What follows belongs to an exercise in optimizing a design on an open flow for small area and a short achievable clock period; a production flow would make more cautious choices.
At most, simulation tests tie the RTL to the original design; equivalence was not proved.
No activity file was given, so power comes from the tool's default toggle rates.

==> inputs of v25 <==
Design fft_mag_sq_frame, start of the top module:
module fft_mag_sq_frame
#(
  parameter  int FFT_LEN = 64,
  localparam int IDX_W   = $clog2(FFT_LEN)
) (
  input  logic             aclk,
  input  logic             areset,
  input  logic [31:0]      slave_tdata,
  input  logic             slave_tvalid,
  output logic             slave_tready,
  output logic [31:0]      master_tdata,
  output logic             master_tvalid,
  input  logic             master_tready,
  output logic             master_tlast,
  output logic [IDX_W-1:0] peak_bin,
  output logic [31:0]      peak_mag,
  output logic             peak_valid
);
==> flow/config.mk <==
export PLATFORM = sky130hd
export DESIGN_NAME = fft_mag_sq_frame
export DESIGN_NICKNAME = fft_mag_sq_frame
export VERILOG_FILES = /design/flow/design.v
export SDC_FILE = /design/flow/constraint.sdc
export NUM_CORES = 4
export LEC_CHECK = 0
export ABC_CLOCK_PERIOD_IN_PS = 3000
export CAP_MARGIN = 20
export CORE_MARGIN = 2
export CORE_UTILIZATION = 55
export CTS_BUF_LIST = sky130_fd_sc_hd__clkbuf_8
export CTS_CLUSTER_DIAMETER = 50
export CTS_CLUSTER_SIZE = 16
export SETUP_SLACK_MARGIN = 3.9
export SLEW_MARGIN = 20
export SYNTH_HIERARCHICAL = 1
export SYNTH_MINIMUM_KEEP_SIZE = 0
export TNS_END_PERCENT = 5
==> flow/constraint.sdc <==
create_clock -name core_clock -period 7.0 [get_ports {aclk}]
set_input_delay 1.4000 -clock core_clock [delete_from_list [all_inputs] [get_ports {aclk}]]
set_output_delay 1.4000 -clock core_clock [all_outputs]
set_load 0.01 [all_outputs]
standard.sh (not shown) runs the stock make flow with config.mk's settings and CLKGATE_MAP_FILE= SYNTH_SCRIPT=/design/flow/synth_recipe.tcl, a recipe that flattens the netlist after the stock synthesis.
==> flow/flow/run.sh <==
#!/bin/bash
set -euo pipefail
bash standard.sh \
  "BUFFER_PORTS_ARGS=-buffer_cell sky130_fd_sc_hd__buf_1" \
  "CTS_ARGS=-sink_clustering_enable -repair_clock_nets -sink_clustering_size 16 -sink_clustering_max_diameter 50 -buf_list sky130_fd_sc_hd__clkbuf_8 -dont_use_dummy_load" \
  finish > standard.log 2>&1
==> v9: changes against v25 <==
- ABC_CLOCK_PERIOD_IN_PS: 3000 -> 2900
- SETUP_SLACK_MARGIN: 3.9 -> 4.05
==> summary.txt <==
v9 finished with timing, DRC and antenna clean. v25 finished with timing, DRC and antenna clean.
Final cell count is about the same in v9 and v25.
In clock power, v9 and v25 hardly differ.
Power: v9 is larger than v25 (about 0.26%).
In die area, v25 and v9 do not differ.
In hold slack, v9 and v25 hardly differ.
Against v25, the core utilization of v9 is higher by 0.31 points.
In flip-flop and latch count, v25 and v9 do not differ.
Synthesized cell count is the same in v9 and v25.
In register-to-register slack, v25 and v9 hardly differ.
==> figures <==
quantity                                                                v25           v9
Run status                                 no timing/DRC/antenna violations  no timing/DRC/antenna violations
Final-stage net count                                                  1669         1671
Clock-cell share of area                                              2.26%        2.25%
Number of buffers other than clock buffers in the final layout          121          123
Global-route track usage on met3                                      3.45%        3.47%
Filler cells                                                           2343         2328
Comb pwr share                                                        56.5%        56.6%
Post-route design area                                          17000 sq um  17100 sq um
Global routing usage on met2                                          36.2%        36.3%
Met1 Usage GRT                                                        30.6%        30.6%
Final period demand of the worst path                               3.46 ns      3.46 ns
Gates resized, CTS repair                                                11           26
Leak pwr                                                            6.48 nW      6.52 nW
Overall power                                                       7.97 mW      7.99 mW
Worst hold slack across all endpoints                              0.457 ns     0.457 ns
Met1 WL                                                            14300 um     14300 um
Final Skew                                                        0.0477 ns    0.0458 ns
Area of the multi-input gates                                    8810 sq um   8840 sq um
Via count of the first global-routing pass                             9883         9894
Met2 routed wirelength                                             15200 um     15200 um
No functional check of the RTL was part of any run of this note.

==> v4: inputs <==
Another version of the RTL of fft_mag_sq_frame (not shown whole).
export LEC_CHECK = 0
export ABC_CLOCK_PERIOD_IN_PS = 3000
export CAP_MARGIN = 20
export CORE_MARGIN = 2
export CORE_UTILIZATION = 40
export CTS_BUF_LIST = sky130_fd_sc_hd__clkbuf_8
export CTS_CLUSTER_DIAMETER = 50
export CTS_CLUSTER_SIZE = 16
export SETUP_SLACK_MARGIN = 3.85
export SLEW_MARGIN = 20
export SYNTH_HIERARCHICAL = 1
export SYNTH_MINIMUM_KEEP_SIZE = 0
export TNS_END_PERCENT = 5
create_clock -name core_clock -period 7.0 [get_ports {aclk}]
Scripts as last shown in full above: flow/flow/run.sh
==> v37 (differences from v4) <==
--- a/flow/design.v
+++ b/flow/design.v
@@ -7,14 +7,22 @@
   input  logic c,
   output logic s,
   output logic co
 );
   assign s  = a ^ b ^ c;
   assign co = (a & b) | (a & c) | (b & c);
 endmodule
+module mag_hold (
+  input  logic        en,
+  input  logic [15:0] d,
+  input  logic [15:0] q,
+  output logic [15:0] y
+);
+  assign y = en ? d : q;
+endmodule
 module fft_mag_sq_frame
 #(
   parameter  int FFT_LEN = 64,
   localparam int IDX_W   = $clog2(FFT_LEN)
 ) (
   input  logic             aclk,
   input  logic             areset,
@@ -27,15 +35,15 @@
   output logic             master_tlast,
   output logic [IDX_W-1:0] peak_bin,
   output logic [31:0]      peak_mag,
   output logic             peak_valid
 );
   localparam logic [IDX_W-1:0] LAST_IDX = IDX_W'(FFT_LEN - 1);
   logic             en_s, hs_s, first_s, last_s, upd_s;
-  logic [15:0]      re_s, im_s, re_abs_s, im_abs_s;
+  logic [15:0]      re_s, im_s, re_abs_s, im_abs_s, re_hold_s, im_hold_s;
   logic [31:0]      sum_s, mag_s;
   logic [15:0]      tree_a_s, tree_b_s;
   logic             s1_valid_r, s2_valid_r, s3_valid_r;
   logic [15:0]      s1_re_r, s1_im_r;
   logic [31:0]      s3_mag_r;
   logic [IDX_W-1:0] bin_cnt_r;
   logic [31:0]      run_max_r, peak_mag_r;
@@ -629,15 +637,15 @@
   wire lo186_s, lo186_c;
   mag_fa u_lo186 (.a(fa172_s), .b(fa171_c), .c(lo185_c), .s(lo186_s), .co(lo186_c));
   wire lo187_s, lo187_c;
   mag_fa u_lo187 (.a(fa173_s), .b(fa172_c), .c(lo186_c), .s(lo187_s), .co(lo187_c));
   wire lo188_s, lo188_c;
   mag_fa u_lo188 (.a(fa174_s), .b(fa173_c), .c(lo187_c), .s(lo188_s), .co(lo188_c));
   assign tree_bits_s = {lo188_c, ~tree_b_s[15], ~tree_a_s[15], fa169_c, fa168_c, fa169_s, ppb_13_14, fa167_c, fa168_s, fa143_c, fa166_c, fa167_s, fa141_c, fa166_s, fa165_c, fa139_c, fa164_c, fa165_s, fa137_c, fa164_s, fa163_c, fa137_s, fa162_c, fa163_s, fa135_s, fa161_c, fa162_s, fa131_c, fa160_c, fa161_s, fa129_c, fa160_s, fa159_c, fa127_c, fa159_s, fa158_c, fa127_s, fa158_s, fa157_c, fa123_c, fa157_s, fa156_c, fa123_s, fa182_c, fa156_s, fa121_s, fa155_c, fa181_c, fa182_s, fa180_c, fa181_s, fa179_c, fa180_s, fa178_c, fa179_s, fa177_c, fa178_s, fa176_c, fa177_s, fa175_c, fa176_s, fa174_c, fa175_s, lo188_s, lo187_s, lo186_s, lo185_s, lo184_s, lo183_c, lo183_s};
-  assign en_s         = master_tready;
+  assign en_s         = master_tready && !areset;
   assign slave_tready = master_tready;
   assign re_s     = slave_tdata[15:0];
   assign im_s     = slave_tdata[31:16];
   assign re_abs_s = re_s[15] ? (~re_s + 16'd1) : re_s;
   assign im_abs_s = im_s[15] ? (~im_s + 16'd1) : im_s;
   always_ff @(posedge aclk) begin
     if (areset) begin
@@ -646,18 +654,22 @@
       s3_valid_r <= 1'b0;
     end else if (en_s) begin
       s1_valid_r <= slave_tvalid;
       s2_valid_r <= s1_valid_r;
       s3_valid_r <= s2_valid_r;
     end
   end
+  mag_hold u_re_hold (.en(en_s), .d(re_abs_s), .q(s1_re_r), .y(re_hold_s));
+  mag_hold u_im_hold (.en(en_s), .d(im_abs_s), .q(s1_im_r), .y(im_hold_s));
+  always_ff @(posedge aclk) begin
+    s1_re_r <= re_hold_s;
+    s1_im_r <= im_hold_s;
+  end
   always_ff @(posedge aclk) begin
     if (en_s) begin
-      s1_re_r   <= re_abs_s;
-      s1_im_r   <= im_abs_s;
       s2_bits_r <= tree_bits_s;
       s3_mag_r  <= sum_s;
     end
   end
   wire pf189_s, pf189_c;
   mag_fa u_pf189 (.a(s2_bits_r[23]), .b(s2_bits_r[24]), .c(s2_bits_r[25]), .s(pf189_s), .co(pf189_c));
   wire pf190_s, pf190_c;
==> flow/config.mk (replaced) <==
export PLATFORM = sky130hd
export DESIGN_NAME = fft_mag_sq_frame
export DESIGN_NICKNAME = fft_mag_sq_frame
export VERILOG_FILES = /design/flow/design.v
export SDC_FILE = /design/flow/constraint.sdc
export NUM_CORES = 4
export LEC_CHECK = 0
export ABC_CLOCK_PERIOD_IN_PS = 3000
export CAP_MARGIN = 20
export CORE_MARGIN = 2
export CORE_UTILIZATION = 55
export CTS_BUF_LIST = sky130_fd_sc_hd__clkbuf_8
export CTS_CLUSTER_DIAMETER = 50
export CTS_CLUSTER_SIZE = 16
export SETUP_SLACK_MARGIN = 3.75
export SLEW_MARGIN = 20
export SYNTH_HIERARCHICAL = 1
export SYNTH_MINIMUM_KEEP_SIZE = 0
export TNS_END_PERCENT = 5
==> v20 (differences from v4) <==
--- a/flow/design.v
+++ b/flow/design.v
@@ -7,14 +7,22 @@
   input  logic c,
   output logic s,
   output logic co
 );
   assign s  = a ^ b ^ c;
   assign co = (a & b) | (a & c) | (b & c);
 endmodule
+module mag_hold (
+  input  logic        en,
+  input  logic [15:0] d,
+  input  logic [15:0] q,
+  output logic [15:0] y
+);
+  assign y = en ? d : q;
+endmodule
 module fft_mag_sq_frame
 #(
   parameter  int FFT_LEN = 64,
   localparam int IDX_W   = $clog2(FFT_LEN)
 ) (
   input  logic             aclk,
   input  logic             areset,
@@ -27,15 +35,15 @@
   output logic             master_tlast,
   output logic [IDX_W-1:0] peak_bin,
   output logic [31:0]      peak_mag,
   output logic             peak_valid
 );
   localparam logic [IDX_W-1:0] LAST_IDX = IDX_W'(FFT_LEN - 1);
   logic             en_s, hs_s, first_s, last_s, upd_s;
-  logic [15:0]      re_s, im_s, re_abs_s, im_abs_s;
+  logic [15:0]      re_s, im_s, re_abs_s, im_abs_s, re_hold_s, im_hold_s;
   logic [31:0]      sum_s, mag_s;
   logic [15:0]      tree_a_s, tree_b_s;
   logic             s1_valid_r, s2_valid_r, s3_valid_r;
   logic [15:0]      s1_re_r, s1_im_r;
   logic [31:0]      s3_mag_r;
   logic [IDX_W-1:0] bin_cnt_r;
   logic [31:0]      run_max_r, peak_mag_r;
@@ -646,18 +654,22 @@
       s3_valid_r <= 1'b0;
     end else if (en_s) begin
       s1_valid_r <= slave_tvalid;
       s2_valid_r <= s1_valid_r;
       s3_valid_r <= s2_valid_r;
     end
   end
+  mag_hold u_re_hold (.en(en_s), .d(re_abs_s), .q(s1_re_r), .y(re_hold_s));
+  mag_hold u_im_hold (.en(en_s), .d(im_abs_s), .q(s1_im_r), .y(im_hold_s));
+  always_ff @(posedge aclk) begin
+    s1_re_r <= re_hold_s;
+    s1_im_r <= im_hold_s;
+  end
   always_ff @(posedge aclk) begin
     if (en_s) begin
-      s1_re_r   <= re_abs_s;
-      s1_im_r   <= im_abs_s;
       s2_bits_r <= tree_bits_s;
       s3_mag_r  <= sum_s;
     end
   end
   wire pf189_s, pf189_c;
   mag_fa u_pf189 (.a(s2_bits_r[23]), .b(s2_bits_r[24]), .c(s2_bits_r[25]), .s(pf189_s), .co(pf189_c));
   wire pf190_s, pf190_c;
--- a/flow/config.mk
+++ b/flow/config.mk
@@ -8,12 +8,12 @@
 export ABC_CLOCK_PERIOD_IN_PS = 3000
 export CAP_MARGIN = 20
 export CORE_MARGIN = 2
 export CORE_UTILIZATION = 40
 export CTS_BUF_LIST = sky130_fd_sc_hd__clkbuf_8
 export CTS_CLUSTER_DIAMETER = 50
 export CTS_CLUSTER_SIZE = 16
-export SETUP_SLACK_MARGIN = 3.85
+export SETUP_SLACK_MARGIN = 3.65
 export SLEW_MARGIN = 20
 export SYNTH_HIERARCHICAL = 1
 export SYNTH_MINIMUM_KEEP_SIZE = 0
 export TNS_END_PERCENT = 5
==> comparison table <==
Run status: v20 no timing/DRC/antenna violations; v37 no timing/DRC/antenna violations; v4 no timing/DRC/antenna violations
Sequential group share of total power: v20 31.2%; v37 31.1%; v4 32.7%
Final Total Pwr: v20 7.602 mW; v37 7.842 mW; v4 6.793 mW
Post-Synth Adder-Cell Area: v20 31.74%; v37 31.84%; v4 32.14%
Post-route design area: v20 16340 sq um; v37 16090 sq um; v4 16640 sq um
Critical Path AT: v20 1.91 ns; v37 3.55 ns; v4 3.64 ns
Relative area of clock buffers and inverters in the final design: v20 2.359%; v37 2.395%; v4 2.398%
Syn-to-layout area delta: v20 10.02%; v37 8.671%; v4 13.46%
Vias per std cell: v20 5.120; v37 5.407; v4 5.110
Power in the clock group: v20 0.763 mW; v37 0.768 mW; v4 0.785 mW
Number of ordinary and repair buffers in the finished layout: v20 141; v37 130; v4 194
Period utilization: v20 47.30%; v37 46.64%; v4 47.13%
Fraction of synthesized cell area taken by the top area cell type: v20 28.31%; v37 28.40%; v4 35.21%
Most frequent cell on the critical path: v20 -; v37 sky130_fd_sc_hd__fa_1; v4 sky130_fd_sc_hd__fa_1
Buffers inserted during post-CTS setup optimization: v20 0; v37 0; v4 79
Share of cells above drive strength 1: v20 13.32%; v37 12.30%; v4 12.69%
Worst setup endpoint: v20 slave_tready; v37 s2_bits_r[21]; v4 s2_bits_r[17]
Worst IR Drop VDD: v20 0.0002206 V; v37 0.0002267 V; v4 0.0001857 V
Function not checked in v37: the RTL went through the layout flow alone.

[static timing again, ports no longer ideal]
No port has a modelled driver above. Below, the same layouts with a new extraction and two added sets of constraints.
Step 1 assumes that a clkbuf_16 drives the clock port and a buf_2 every other input.
Step 2 adds t to the input delays and takes it off the output delays; t is the mean of the earliest and latest rising clock arrival at the registers after step 1. Input paths then give back, and output paths get back, about the clock's delay inside the block.
Three values: ideal, step 1, step 2; two values: the first two.
| run | t, ns | slack for setup (ns) | worst setup path at the end | slew at the worst register clock pin (ns) |
|---|---|---|---|---|
| v25 | 0.601 | 3.544 / 3.560 / 2.959 | input to register | 0.09 / 0.09 |
| v9 | 0.601 | 3.545 / 3.561 / 2.960 | input to register | 0.09 / 0.09 |
| v4 | 0.598 | 3.701 / 3.701 / 3.637 | input to register | 0.09 / 0.09 |
| v37 | 0.594 | 3.735 / 3.729 / 3.729 | input to output | 0.09 / 0.09 |
| v20 | 0.593 | 3.689 / 3.625 / 3.363 | input to register | 0.09 / 0.09 |
After both steps setup and hold are still met in every run listed.
